Background: an optimization exercise with open tools, aiming at a short achievable clock period and few clock cycles. Do not read the settings as production practice. In this exercise RTL edits were held to simulation tests only and were not proved equivalent to the original. No activity file was given, so power comes from the tool's default toggle rates.

==> inputs of onyx <==
Design icache_top, start of the top module:
module icache_top
#(
    parameter int num_sets = 8
) (
    input  logic  clk,
    input  logic  arst_n,
    input  logic  mem_read,
    input  icache_pkg::addr_t mem_address,
    output icache_pkg::word_t mem_rdata,
    output logic  mem_resp,
    output logic  pmem_read,
    output icache_pkg::addr_t pmem_address,
    input  icache_pkg::line_t pmem_rdata,
    input  logic  pmem_resp
);
    localparam int index_bits = 3;
    localparam int tag_bits   = 24;
    localparam int lo_bits    = 3;                     
    localparam int hi_bits    = tag_bits - lo_bits;    
    localparam int line_bits  = 27;                    
    logic [num_sets-1:0] valid0_q, valid1_q;
    logic [num_sets-1:0] lru_q;
    logic [tag_bits-1:0] tag0_q [num_sets];
    logic [tag_bits-1:0] tag1_q [num_sets];
    icache_pkg::line_t   line0_q [num_sets];
    icache_pkg::line_t   line1_q [num_sets];
    logic [hi_bits-1:0]  rg_q;
    logic [num_sets-1:0] uv0_q, uv1_q;
    logic [1:0]          cp_v_q;
    logic [1:0]          cpr_q;      
    logic [1:0]          rv_q;       
    logic [25:0]         cp_a_q [2];
    logic [1:0]          cp_w_q;
    icache_pkg::line_t   cp_d_q [2];
    icache_pkg::line_t   cpm_q [2];    
    logic       fill_q;
    logic [7:0] fs_q;
    logic [index_bits-1:0] index;
    logic [tag_bits-1:0]   tag;
    logic [line_bits-1:0]  line_a;
    logic                  odd;
    assign tag    = mem_address[31:8];
    assign index  = mem_address[7:5];
    assign line_a = mem_address[31:5];
  ...
Settings: LEC_CHECK=0, CAP_MARGIN=30, CORE_MARGIN=2, CORE_UTILIZATION=55, SETUP_SLACK_MARGIN=3.5, SLEW_MARGIN=30, SYNTH_HIERARCHICAL=1, TNS_END_PERCENT=10; clock period 8.0 ns.
standard.sh (not shown) runs the stock make flow with config.mk's settings and CLKGATE_MAP_FILE= SYNTH_SCRIPT=/design/flow/synth_recipe.tcl, a recipe that flattens the netlist after the stock synthesis.
==> flow/flow/run.sh <==
#!/bin/bash
# The standard layout (the standard.sh, unchanged synthesis and steps),
# with one difference: the processor-side ports (mem_*, pmem_read,
# pmem_resp, pmem_address) are kept together on the top edge of the die and
# the 256 pmem_rdata ports on the other three edges, through ORFS's
# IO_CONSTRAINTS hook (flow/io.tcl), which the floorplan step reads and the
# pin placer honours. Every port still gets its buffer from the standard flow.
set -e
export IO_CONSTRAINTS="$PWD/flow/io.tcl"
bash standard.sh > standard.log 2>&1
Other scripts of this flow, unchanged in this note and not shown: flow/flow/io.tcl
==> ember: changes against onyx <==
- CORE_UTILIZATION: 55 -> 45
- PLACE_DENSITY: unset -> 0.7
==> pepper: changes against onyx <==
- CORE_UTILIZATION: 55 -> 45
==> run notes <==
The layout checks failed on capacitance limit, slew limit. The final-report max-slew violation count is 8. The logs give 0.549 for the share of the core filled with cells in the final layout and 1 for the max-capacitance violation count.

The flow ran to the end, but the layout failed its checks. The type of the most critical hold path is in -> async. For this design the total switching power over the nets is 13500 uW. The worst register-to-register path begins at uv0_q[0]. Part of the cycle the worst path needs: 0.689.
-- figures above: ember

==> run notes <==
For the share of the core filled with cells in the final layout, the log shows 0.548. For the max-capacitance violation count, the log shows 0. The type of the most critical hold path is in -> async. The run gives 24900 as the initial detailed-routing violation count.

The tools report the fraction of the yosys area taken by sequential cells as 0.753. The part of the cycle the worst path needs was 0.656; the clock insertion delay at the later pin of the skew report was 1.14 ns. The final-report max-slew violation count is 0. The flow ran to the end and the layout has no timing, DRC or antenna violations.
-- figures above: pepper

==> run notes <==
After detailed routing, the number of vias per cell comes to 7.11. The worst register-to-register path begins at uv0_q[0]. The share of the core filled with cells in the final layout is 0.671, and the part of the cycle the worst path needs is 0.696. The flow ran to the end and the layout has no timing, DRC or antenna violations. The run gives 0 as the max-capacitance violation count.

For this design the total switching power over the nets is 13100 uW. Counting flops and latches in the post-synthesis netlist gives 5678. The die covers 391000 um^2. The root buffer cell was sky130_fd_sc_hd__clkbuf_16. The met2 demand-to-capacity share in global routing was 0.609. The tightest min-delay check is of the reg -> reg type.

Part of the power in combinational logic: 0.039. Final-report max-slew violation count: 0.
-- figures above: onyx

Testbench counts of onyx, summed over its fixed seeds: cycles 49,021.
Testbench counts of ember, summed over its fixed seeds: cycles 49,021.
Testbench counts of pepper, summed over its fixed seeds: cycles 49,021.

separate check: timing with driven ports:
The flow's constraints put no driver on any port. The routed layouts listed below were extracted and timed again, unchanged, in two steps.
Step 1 sets driving cells, clkbuf_16 on the clock port and buf_2 on the other inputs (assumed; they add their load-dependent delay and slew).
Step 2 also shifts input and output timing later by t, the mid clock arrival at the registers, as if the neighbouring blocks saw the same clock.
Three values: no drivers, after step 1, after step 2; two values: the first two.
run	t (ns)	slack for setup (ns)	latest minus earliest clock arrival (ns)	slew at the worst register clock pin (ns)
onyx	1.194	2.434 / 2.054 / 1.443	0.057 / 0.057	0.07 / 0.07
ember	1.245	2.485 / 2.038 / 1.222	0.116 / 0.116	0.08 / 0.08
pepper	1.220	2.756 / 2.371 / 1.386	0.104 / 0.105	0.07 / 0.07
The setup slack of pepper, which loses most, moves by -0.385 ns with the drivers and by -1.370 ns with both steps.
